This design comes from an exercise in tuning for small area on the open sky130 flow, not from production work.
At most, simulation tests tie the RTL to the original design; equivalence was not proved.
Power and IR drop assume default switching activity.

Setup of v18:
==> flow/design.v (excerpt) <==
module processor (
    input  logic        clock,
    input  logic        reset,
    output logic [31:0] imem_address,
    input  logic [31:0] imem_data,
    output logic [31:0] dmem_address,
    output logic [31:0] dmem_write_data,
    output logic        dmem_write_enable,
    input  logic [31:0] dmem_read_data,
    output logic        reg_write_enable,
    output logic [4:0]  reg_write_addr,
    output logic [31:0] reg_write_data,
    output logic [4:0]  reg_read_addr_a,
    output logic [4:0]  reg_read_addr_b,
    input  logic [31:0] reg_read_data_a,
    input  logic [31:0] reg_read_data_b
);
Settings: LEC_CHECK=0, CAP_MARGIN=0, CORE_MARGIN=2, CORE_UTILIZATION=60, SLEW_MARGIN=0; clock period 10.0 ns.
standard.sh (not shown) runs the stock make flow with config.mk's settings and CLKGATE_MAP_FILE= SYNTH_SCRIPT=/design/flow/synth_recipe.tcl, a recipe that flattens the netlist after the stock synthesis.
==> flow/flow/run.sh <==
#!/bin/bash
# Standard layout (standard synthesis included) with two changes after synthesis:
# port buffers use the smallest buffer cell, and CTS uses small clock buffers and adds
# no dummy loads. make's output goes to make_finish.log, each step's to orfs/logs/.
set -euo pipefail
export BUFFER_PORTS_ARGS="-buffer_cell sky130_fd_sc_hd__buf_1"
export CTS_ARGS="-sink_clustering_enable -repair_clock_nets -dont_use_dummy_load -buf_list {sky130_fd_sc_hd__clkbuf_2 sky130_fd_sc_hd__clkbuf_4 sky130_fd_sc_hd__clkbuf_8} -root_buf sky130_fd_sc_hd__clkbuf_8"
bash standard.sh finish > make_finish.log 2>&1
Modified inputs, v59 compared to v18
- changing CORE_UTILIZATION from 60 to 55
Findings:
Between v59 and v18, number of global-route vias before repair is lower for v59, v18 comes in above that. Slowest cell on the critical path = nor4_2: v18; slowest cell on the critical path = fa_1: v59. [compare] base=v18 new=v59: non-clock buffer count saw an increase, relative slew slack went up 1.8 points, power share of the clock group now smaller.
Setup changes, v59 to v15
- CORE_UTILIZATION: 55 -> 50
==> summary.txt <==
Summary of the comparison: routability-driven placement congestion ratio is lower in v15, relative to v59. Relative to v59, worst setup slack has decreased by 0.089 ns in v15. Global router's overall resource usage delta for v15 relative to v59: 3.3 points lower. Detailed-route via count in v15 vs v59: down 1.8%. Relative to v59, depth of the worst register-to-register path has increased by 1 in v15. Critical path depth (v15 over v59): decrease, about 9%. Relative to v59, v15 improves headroom to the max-slew limit. v15 vs v59 — total power of the final layout rose 0.021 mW.

========
tundra:
processor, a different RTL version from the one above (not shown whole).
For scale: ~930 cells after synthesis, roughly 58 flip-flops, about 0.0078 mm^2 of cells after synthesis.
Settings: LEC_CHECK=0, CAP_MARGIN=20, CORE_MARGIN=2, CORE_UTILIZATION=50, SLEW_MARGIN=20; clock period 10.0 ns.
Scripts as last shown in full above: flow/flow/run.sh
Both conditions hold for tundra: the flow ran to the end and the final layout passed the timing, design-rule and antenna checks.
What amber does differently from tundra at the input level:
Settings: a change of CAP_MARGIN from 20 to 0; a change of SLEW_MARGIN from 20 to 0.
==> flow/flow/run.sh <==
#!/bin/bash
# Standard layout (standard synthesis included) with two changes after synthesis:
# port buffers use the smallest buffer cell, and CTS uses small clock buffers and adds
# no dummy loads. make's output goes to make_finish.log, each step's to orfs/logs/.
set -euo pipefail
export BUFFER_PORTS_ARGS="-buffer_cell sky130_fd_sc_hd__buf_1"
export CTS_ARGS="-sink_clustering_enable -repair_clock_nets -dont_use_dummy_load -buf_list {sky130_fd_sc_hd__clkbuf_2 sky130_fd_sc_hd__clkbuf_4} -root_buf sky130_fd_sc_hd__clkbuf_4"
bash standard.sh finish > make_finish.log 2>&1
Results
On routed wire length, amber and tundra are neck and neck.
Going from tundra to amber, arrival time of the worst setup path grows by 0.13 ns.
Diff amber..tundra | via density per instance | negligible
Per the comparison of amber with tundra, final total power went down by about 3%; antenna diode count went up by 1; number of buffer and inverter instances along the worst setup path went down by 2; fraction of the cycle the final worst path needs went up by 0.43 points.
Final core utilization (higher): tundra
Of amber and tundra, the higher met3 routing resource usage after global routing belongs to amber.
Summary of amber over tundra: final standard cell area without fillers shows a reduction of 0.84%; sequential power share shows an increase of 0.7 points.
Relative to amber, the following input files were edited for onyx:
Settings: a change of CORE_UTILIZATION from 50 to 40; a change of SLEW_MARGIN from 0 to 20; a change of CAP_MARGIN from 0 to 20.
diff --git a/flow/flow/run.sh b/flow/flow/run.sh
--- a/flow/flow/run.sh
+++ b/flow/flow/run.sh
@@ -5,4 +5,4 @@
 set -euo pipefail
 export BUFFER_PORTS_ARGS="-buffer_cell sky130_fd_sc_hd__buf_1"
-export CTS_ARGS="-sink_clustering_enable -repair_clock_nets -dont_use_dummy_load -buf_list {sky130_fd_sc_hd__clkbuf_2 sky130_fd_sc_hd__clkbuf_4} -root_buf sky130_fd_sc_hd__clkbuf_4"
+export CTS_ARGS="-sink_clustering_enable -repair_clock_nets -dont_use_dummy_load -buf_list {sky130_fd_sc_hd__clkbuf_2 sky130_fd_sc_hd__clkbuf_4 sky130_fd_sc_hd__clkbuf_8} -root_buf sky130_fd_sc_hd__clkbuf_8"
 bash standard.sh finish > make_finish.log 2>&1
Findings:
onyx ends up with a post-CTS clock slew at the launch and capture registers of the worst setup and hold paths that is 0.05 ns lower than in amber. The initial core utilization of onyx falls short of that of amber by 10 points. onyx went all the way through synthesis, placement and routing and the layout is clean on timing, DRC and antenna. Delta (onyx minus amber): global-route usage saw a decrease; fmax held steady; largest fanout of any net on the critical path decreased 6; part of the power in registers moved down. [compare] base=amber new=onyx: overall power picked up an extra about 3.5%; utilization of the core after routing lost 9.9 points; synthesized area neither gained nor lost much.
Here is what was changed in the inputs of harbor compared with onyx.
Settings: putting GPL_TIMING_DRIVEN at 0 where nothing was set; swapping 40 for 50 in CORE_UTILIZATION.
diff --git a/flow/flow/run.sh b/flow/flow/run.sh
--- a/flow/flow/run.sh
+++ b/flow/flow/run.sh
@@ -5,4 +5,5 @@
 set -euo pipefail
 export BUFFER_PORTS_ARGS="-buffer_cell sky130_fd_sc_hd__buf_1"
+export REMOVE_ABC_BUFFERS=1
 export CTS_ARGS="-sink_clustering_enable -repair_clock_nets -dont_use_dummy_load -buf_list {sky130_fd_sc_hd__clkbuf_2 sky130_fd_sc_hd__clkbuf_4 sky130_fd_sc_hd__clkbuf_8} -root_buf sky130_fd_sc_hd__clkbuf_8"
 bash standard.sh finish > make_finish.log 2>&1
## What came out
The final layout from harbor, which completed every stage, passed the timing, design-rule and antenna checks at the end of the flow. NOTE die area onyx->harbor decreased by more than 10%. From onyx to harbor the numbers moved as follows: worst setup slack moved down, core utilization moved up, fraction of standard cell area that is sequential level. Changes observed in harbor relative to onyx: number of vias after detailed routing picked up an extra about 1.7%, global-route usage picked up an extra 7.9 points.

========
== lane 1 ==
processor, a different RTL version from the one above (not shown whole).
Size in the first run: about 900 cells after synthesis, about 280 I/O pins, about 0.0075 mm² of cells after synthesis.
export LEC_CHECK = 0
export CAP_MARGIN = 20
export CORE_MARGIN = 2
export CORE_UTILIZATION = 40
export SLEW_MARGIN = 20
create_clock -name core_clock -period 10.0 [get_ports {clock}]
==> flow/flow/run.sh <==
#!/bin/bash
# Standard layout (standard synthesis included) with these changes after synthesis:
# port buffers use the smallest buffer cell, CTS uses small clock buffers and adds no
# dummy loads, and the post-route power recovery step downsizes cells that have slack.
set -euo pipefail
export BUFFER_PORTS_ARGS="-buffer_cell sky130_fd_sc_hd__buf_1"
export CTS_ARGS="-sink_clustering_enable -repair_clock_nets -dont_use_dummy_load -buf_list {sky130_fd_sc_hd__clkbuf_2 sky130_fd_sc_hd__clkbuf_4 sky130_fd_sc_hd__clkbuf_8} -root_buf sky130_fd_sc_hd__clkbuf_8"
export RECOVER_POWER=100
bash standard.sh finish > make_finish.log 2>&1
[flow] lane 1 | stages: complete | final checks: fail | reason: max-capacitance violations, max-slew violations
--- input diff lane 1..lane 2 ---
- GPL_TIMING_DRIVEN newly set to 0
==> comparison <==
Lane 2: PASS, flow complete, no timing, DRC or antenna violations
The share of the core filled with cells in lane 2 sits 2.1 points above the value recorded for lane 1.
Summary of the comparison: final critical delay including setup and external delays is lower in lane 2, relative to lane 1.
Diff lane 1 and lane 2: fraction of area in non-clock buffers higher in lane 2
Comparing total track usage for lane 1 and lane 2, the smaller number came from lane 1.
The post-route fraction of the period consumed by the critical path reported for lane 2 is smaller than that of lane 1 by 0.37 points.
Highest clock rate in lane 2 is about 0.4% higher than in lane 1
Number of distinct library cell variants in the gate-level netlist after synthesis delta (lane 1 -> lane 2): insignificant
For lane 2, the capture point of the worst path was reg_write_data[7], unlike lane 1, where it was dmem_write_enable.
The post-synthesis to final-layout area growth reported for lane 2 is greater than that of lane 1 by 5.2 points.
Diff lane 1 and lane 2: cell area lower in lane 1
Delta (lane 2 minus lane 1): number of nets in the layout higher; actual transition at the worst max-transition pin shrank by 0.97 ns.
No run of this note included a check of the RTL's function; only the layout flow was run.

[what the ideal ports hide]
The flow's constraints put no driver on any port. The routed layouts listed below were extracted and timed again, unchanged, in two steps. Step 1 sets driving cells, clkbuf_16 on the clock port and buf_2 on the other inputs (assumed; they add their load-dependent delay and slew). Step 2 moves the port delays by t, midway between the first and last clock arrival at a register: inputs arrive t later, outputs are due t later. That takes back most of the time a late clock gives input paths. a / b / c = no drivers / after step 1 / after step 2; a / b = the first two.
| run | t, ns | slack for setup (ns) | latest minus earliest clock arrival (ns) |
|---|---|---|---|
| v18 | 0.390 | 0.278 / 0.285 / -0.094 | 0.026 / 0.025 |
| v59 | 0.387 | 0.285 / 0.297 / -0.088 | 0.030 / 0.030 |
| v15 | 0.393 | 0.196 / 0.211 / -0.182 | 0.034 / 0.034 |
| tundra | 0.398 | 0.419 / 0.432 / 0.034 | 0.016 / 0.016 |
| amber | 0.477 | 0.375 / 0.360 / -0.085 | 0.026 / 0.027 |
| onyx | 0.393 | 0.368 / 0.376 / -0.013 | 0.011 / 0.011 |
| harbor | 0.411 | 0.244 / 0.088 / -0.289 | 0.010 / 0.010 |
| lane 1 | 0.391 | 0.234 / 0.213 / -0.056 | 0.015 / 0.015 |
| lane 2 | 0.406 | 0.271 / 0.250 / -0.110 | 0.020 / 0.020 |
The setup slack of harbor, which loses most, moves by -0.156 ns with the drivers and by -0.533 ns with both steps.
